What follows belongs to an exercise in optimizing a design on an open flow for small area, a short achievable clock period and few clock cycles per item; a production flow would make more cautious choices. Function was checked by simulation only, so behaviour that the tests miss may differ from the original.

before:
## aes128_enc
module aes128_enc (
	input  wire                      clock_clk_i,
	input  wire                      arst_n_i,
	input  wire                      in_req_i,
	output logic                     in_ack_o,
	input  wire aes_pkg::aes_block_u plaintext_i,
	input  wire aes_pkg::aes_block_u key_i,
	output logic                     out_req_o,
	input  wire                      out_ack_i,
	output aes_pkg::aes_block_u      ciphertext_o
);
	logic ack_q;
	logic                a_valid_q;
	logic                a_parked_q;
	logic                a_first_q;
	aes_pkg::aes_byte_t  a_rcon_q;
	aes_pkg::aes_block_u a_state_q;
	aes_pkg::aes_block_u a_key_q;
	logic                b_valid_q;
	logic                b_parked_q;
	logic                b_first_q;
	aes_pkg::aes_byte_t  b_rcon_q;
	logic [16*16-1:0]    b_mid_q;
	aes_pkg::aes_block_u b_key_q;
	logic [4*12-1:0]     b_kmid_q;
	logic                capture_q;
	logic                deliver_q;
	logic                park_q;
	logic                out_full_q;
	logic                out_req_q;
	aes_pkg::aes_block_u ct_q;
	logic [16*16-1:0]    mid;
	logic [4*12-1:0]     kmid;
  ...
Size: about 6,100 cells after synthesis, ~840 flip-flops, roughly 390 I/O pins.
Settings: LEC_CHECK=0, CAP_MARGIN=20, CORE_MARGIN=2, CORE_UTILIZATION=40, SLEW_MARGIN=20, SYNTH_HIERARCHICAL=1; clock period 10.0 ns.
standard.sh (not shown) runs the stock make flow with config.mk's settings and CLKGATE_MAP_FILE= SYNTH_SCRIPT=/design/flow/synth_recipe.tcl, a recipe that flattens the netlist after the stock synthesis.
==> flow/flow/run.sh <==
#!/bin/bash
# Standard layout (the standard.sh, unchanged synthesis) with the
# resizer asked for more setup margin than the 10 ns clock needs, so that it
# sizes up the slow XOR chains, and plain buffers on the ports; the clock
# period and constraints are the standard flow's.
cp standard.sh standard_sh.log
export SETUP_SLACK_MARGIN=6.5
export BUFFER_PORTS_ARGS="-buffer_cell sky130_fd_sc_hd__buf_1"
bash standard.sh > standard.log 2>&1
In summary, before completed successfully, with a layout that passed the timing, design-rule and antenna checks.
Testbench counts of before, summed over its fixed seeds: cycles 3,880, items 384.
--- input diff before..after ---
-- flow/flow/run.sh --
<<< before, line 8
export BUFFER_PORTS_ARGS="-buffer_cell sky130_fd_sc_hd__buf_1"
>>> after, line 8
export BUFFER_PORTS_ARGS="-buffer_cell sky130_fd_sc_hd__buf_2"
--- outcome ---
- Per the final summary, after finished and its layout is clean on timing, DRC and antenna.
- Measured against each other, before and after differ in final core utilization, the lower figure coming from before.
- Register-to-register setup slack ends up lower on before.
- [compare] base=before new=after: final design area excluding fillers climbed about 0.8%; layout overhead on the synthesized area climbed 0.89 points.
- before → after: share of the clock period used by the worst path after layout fell by 0.83 points, global-route usage dropped 0.22 points.
- Sort before and after by count of plain and timing-repair buffers, descending, and before comes first.

aes128_enc, a different RTL version from the one above (not shown whole).
For scale: ~6200 cells after synthesis, roughly 880 flip-flops, ~390 I/O pins, ~61000 µm² of cells after synthesis.
Settings: LEC_CHECK=0, CAP_MARGIN=20, CORE_MARGIN=2, CORE_UTILIZATION=40, SLEW_MARGIN=20, SYNTH_HIERARCHICAL=1; clock period 10.0 ns.
==> flow/flow/run.sh <==
#!/bin/bash
# Standard layout (the standard.sh, unchanged synthesis) with the
# resizer asked for more setup margin than the 10 ns clock needs, so that it
# sizes up the slow XOR chains, and plain buffers on the ports; the clock
# period and constraints are the standard flow's.
cp standard.sh standard_sh.log
export SETUP_SLACK_MARGIN=6.8
export BUFFER_PORTS_ARGS="-buffer_cell sky130_fd_sc_hd__buf_2"
bash standard.sh > standard.log 2>&1
Testbench counts at the start, summed over its fixed seeds: cycles 3,880, items 384.
Rerun with:
--- a/flow/flow/run.sh
+++ b/flow/flow/run.sh
@@ -5,5 +5,5 @@
 # period and constraints are the standard flow's.
 cp standard.sh standard_sh.log
-export SETUP_SLACK_MARGIN=6.8
+export SETUP_SLACK_MARGIN=6.5
 export BUFFER_PORTS_ARGS="-buffer_cell sky130_fd_sc_hd__buf_2"
 bash standard.sh > standard.log 2>&1
Worst setup slack is worse by 0.012 ns.
Sequential cell count stays the same.
Sequential share of layout area came out higher by 2.5 points.
Synthesized cell count is unchanged.
Clock skew stays flat.

Another version of the RTL of aes128_enc (not shown whole).
Size: about 750 flip-flops, ~390 I/O pins, about 58000 sq um of cells after synthesis.
export LEC_CHECK = 0
export CAP_MARGIN = 20
export CORE_MARGIN = 2
export CORE_UTILIZATION = 40
export SLEW_MARGIN = 20
export SYNTH_HIERARCHICAL = 1
create_clock -name core_clock -period 10.0 [get_ports {clock_clk_i}]
==> flow/flow/run.sh <==
#!/bin/bash
# Standard layout (the standard.sh, unchanged synthesis) with the
# resizer asked for more setup margin than the 10 ns clock needs, so that it
# sizes up the slow XOR chains, and plain buffers on the ports; the clock
# period and constraints are the standard flow's.
cp standard.sh standard_sh.log
export SETUP_SLACK_MARGIN=6.0
export BUFFER_PORTS_ARGS="-buffer_cell sky130_fd_sc_hd__buf_2"
bash standard.sh > standard.log 2>&1
Testbench counts at the start, summed over its fixed seeds: cycles 3,880, items 384.
Next try:
--- a/flow/flow/run.sh
+++ b/flow/flow/run.sh
@@ -6,3 +6,3 @@
 cp standard.sh standard_sh.log
-export SETUP_SLACK_MARGIN=6.0
+export SETUP_SLACK_MARGIN=6.2
 export BUFFER_PORTS_ARGS="-buffer_cell sky130_fd_sc_hd__buf_2"
CTS_BUF_LIST = sky130_fd_sc_hd__clkbuf_8   (was unset)
The new run produced a clean layout. Hold slack got worse by 0.014 ns. Count of clock-buffer cells in the layout rose by 46. Die area stays the same. Cell area increases by 2.4%. Via count is higher by 1.6%. Synthesized cell count does not change. Area after synthesis is unchanged. Worst setup slack improves by 0.24 ns.
Next try:
CTS_BUF_LIST = unset   (was sky130_fd_sc_hd__clkbuf_8)
GPL_TIMING_DRIVEN = 1   (was unset)
=> First-iteration DRC count fell by a few percent; setup slack improves by 0.045 ns; area after synthesis is unchanged; die area stays the same; final cell count fell slightly; global-route usage fell by 0.15 points; non-clock buffer count rose by 5; maximum frequency rose slightly; clock-buffer cell count fell by 46.
Next try:
--- a/flow/flow/run.sh
+++ b/flow/flow/run.sh
@@ -6,3 +6,3 @@
 cp standard.sh standard_sh.log
-export SETUP_SLACK_MARGIN=6.2
+export SETUP_SLACK_MARGIN=6.35
 export BUFFER_PORTS_ARGS="-buffer_cell sky130_fd_sc_hd__buf_2"
GPL_TIMING_DRIVEN = unset   (was 1)
Design area rises by 2.8%.
Count of clock-buffer cells in the layout falls by 2.
Global-route usage rises by 0.21 points.
Register-to-register slack barely changes.
Worst hold slack got worse by 0.0057 ns.
Via count rises by 0.69%.

Another version of the RTL of aes128_enc (not shown whole).
Size: ~750 flip-flops, about 390 I/O pins, roughly 0.058 mm^2 of cells after synthesis.
==> flow/design.v (excerpt) <==
module aes128_enc (
	input  wire                      clock_clk_i,
	input  wire                      arst_n_i,
	input  wire                      in_req_i,
	output logic                     in_ack_o,
	input  wire aes_pkg::aes_block_u plaintext_i,
	input  wire aes_pkg::aes_block_u key_i,
	output logic                     out_req_o,
	input  wire                      out_ack_i,
	output aes_pkg::aes_block_u      ciphertext_o
);
	logic ack_q;
	logic seen_q;         
	logic                a_valid_q;
	logic                a_parked_q;
	logic                a_first_q;
	aes_pkg::aes_byte_t  a_rcon_q;
	aes_pkg::aes_block_u a_state_q;
	aes_pkg::aes_block_u a_key_q;
	logic                b_valid_q;
	logic                b_parked_q;
	logic                b_first_q;
	aes_pkg::aes_byte_t  b_rcon_q;
	logic [16*12-1:0]    b_mid_q;
	aes_pkg::aes_block_u b_key_q;
	logic [4*4-1:0]      b_kmid_q;
	logic                out_full_q;
	logic                out_req_q;
	aes_pkg::aes_block_u ct_q;
	logic [16*12-1:0]    mid;
	logic [4*4-1:0]      kmid;
	aes_pkg::aes_block_u sub_state;
	aes_pkg::aes_word_t  key_sub;
  ...
Settings: LEC_CHECK=0, CAP_MARGIN=20, CORE_MARGIN=2, CORE_UTILIZATION=40, SLEW_MARGIN=20, SYNTH_HIERARCHICAL=1; clock period 10.0 ns.
==> flow/flow/run.sh <==
#!/bin/bash
# Standard layout (the standard.sh, unchanged synthesis) with the
# resizer asked for more setup margin than the 10 ns clock needs, so that it
# sizes up the slow XOR chains; the clock period and constraints are the standard flow's.
cp standard.sh standard_sh.log
export SETUP_SLACK_MARGIN=6.5
bash standard.sh > standard.log 2>&1
The baseline completed without violations.
Testbench counts at the start, summed over its fixed seeds: cycles 3,880, items 384.
Next try:
==> flow/run.sh (new file) <==
#!/bin/bash
# synth_recipe.tcl (not shown) runs the flow's synth.tcl, then flattens the netlist and writes it again
# the make line also repeats each setting of config.mk as NAME=value (left out here)
make -C /OpenROAD-flow-scripts/flow DESIGN_CONFIG=/design/flow/config.mk WORK_HOME=/design/flow/orfs CLKGATE_MAP_FILE= SYNTH_SCRIPT=/design/flow/synth_recipe.tcl finish
removed: flow/flow/run.sh
removed: flow/standard.sh
After rerunning:
- register-to-register slack got worse by 1.1 ns
- hold slack barely changes
- setup slack gets worse by 1.1 ns
- final area falls by 13%

aes128_enc with an RTL version that a note above also has.
Size: ~6200 cells after synthesis, ~880 flip-flops, roughly 390 I/O pins.
Settings: LEC_CHECK=0, CAP_MARGIN=20, CORE_MARGIN=2, CORE_UTILIZATION=40, SLEW_MARGIN=20, SYNTH_HIERARCHICAL=1; clock period 10.0 ns.
==> flow/flow/run.sh <==
#!/bin/bash
# Standard layout (the standard.sh, unchanged synthesis) with the
# resizer asked for more setup margin than the 10 ns clock needs, so that it
# sizes up the slow XOR chains, and plain buffers on the ports; the clock
# period and constraints are the standard flow's.
cp standard.sh standard_sh.log
export SETUP_SLACK_MARGIN=6.4
export BUFFER_PORTS_ARGS="-buffer_cell sky130_fd_sc_hd__buf_2"
bash standard.sh > standard.log 2>&1
The first run completed with no timing, DRC or antenna violations.
Testbench counts at the start, summed over its fixed seeds: cycles 3,880, items 384.
Edit:
--- a/flow/flow/run.sh
+++ b/flow/flow/run.sh
@@ -7 +7 @@
-export SETUP_SLACK_MARGIN=6.4
+export SETUP_SLACK_MARGIN=6.2
Result: The new run completed with no timing, DRC or antenna violations. Clock skew barely changes. Die area stays the same. Via count goes down by about 0.55%. Non-clock buffer count went down by 28. Synthesized cell count does not change. Global-route usage is about the same.
Edit:
--- a/flow/flow/run.sh
+++ b/flow/flow/run.sh
@@ -7 +7 @@
-export SETUP_SLACK_MARGIN=6.2
+export SETUP_SLACK_MARGIN=6.5
--- a/flow/config.mk
+++ b/flow/config.mk
@@ -10,0 +11 @@
+export PLACE_DENSITY = 0.75
After rerunning:
- clock-buffer cell count grows by 10
- synthesized cell count is unchanged
- fmax grows by a few percent
- area after synthesis stays the same
Edit:
--- a/flow/flow/run.sh
+++ b/flow/flow/run.sh
@@ -7 +7 @@
-export SETUP_SLACK_MARGIN=6.5
+export SETUP_SLACK_MARGIN=6.6
--- a/flow/config.mk
+++ b/flow/config.mk
@@ -11 +10,0 @@
-export PLACE_DENSITY = 0.75
Result:
- setup slack improves by 85 ps
- sequential share of layout area goes down by 0.64 points
- final cell count climbs by 0.91%

[what the ideal ports hide]
The flow's constraints put no driver on any port. The routed layouts listed below were extracted and timed again, unchanged, in two steps.
Step 1: set_driving_cell puts a clkbuf_16 on clock_clk_i and a buf_2 on each other input, an assumption about the parent block.
Step 2 also shifts input and output timing later by t, the mid clock arrival at the registers, as if the neighbouring blocks saw the same clock.
Slacks: no drivers / after step 1 / after step 2; pairs: no drivers / after step 1.
run | t (ns) | setup WS [ns] | slew at the worst register clock pin (ns)
before | 0.797 | 6.424 / 6.401 / 6.423 | 0.07 / 0.07
after | 0.800 | 6.506 / 6.419 / 6.370 | 0.07 / 0.07
the first run of note 2 | 0.796 | 6.507 / 6.424 / 6.491 | 0.07 / 0.07
the second run of note 2 | 0.800 | 6.495 / 6.407 / 6.468 | 0.07 / 0.07
the first run of note 3 | 0.804 | 6.010 / 6.010 / 6.010 | 0.07 / 0.07
the second run of note 3 | 0.970 | 6.251 / 6.224 / 6.251 | 0.07 / 0.07
the third run of note 3 | 0.801 | 6.296 / 6.296 / 6.296 | 0.07 / 0.07
the fourth run of note 3 | 0.793 | 6.301 / 6.301 / 6.301 | 0.07 / 0.07
the first run of note 4 | 0.784 | 6.403 / 6.403 / 5.935 | 0.07 / 0.07
the second run of note 4 | 0.772 | 5.265 / 5.265 / 5.265 | 0.07 / 0.07
the first run of note 5 | 0.800 | 6.244 / 6.244 / 6.244 | 0.07 / 0.07
the second run of note 5 | 0.796 | 6.234 / 6.234 / 6.234 | 0.07 / 0.07
the third run of note 5 | 0.791 | 6.428 / 6.419 / 6.428 | 0.07 / 0.07
the fourth run of note 5 | 0.796 | 6.513 / 6.429 / 6.472 | 0.07 / 0.07
After both steps every run listed still meets setup and hold. The setup slack of the first run of note 4, which loses most, moves by 0.000 ns with the drivers and by -0.468 ns with both steps.
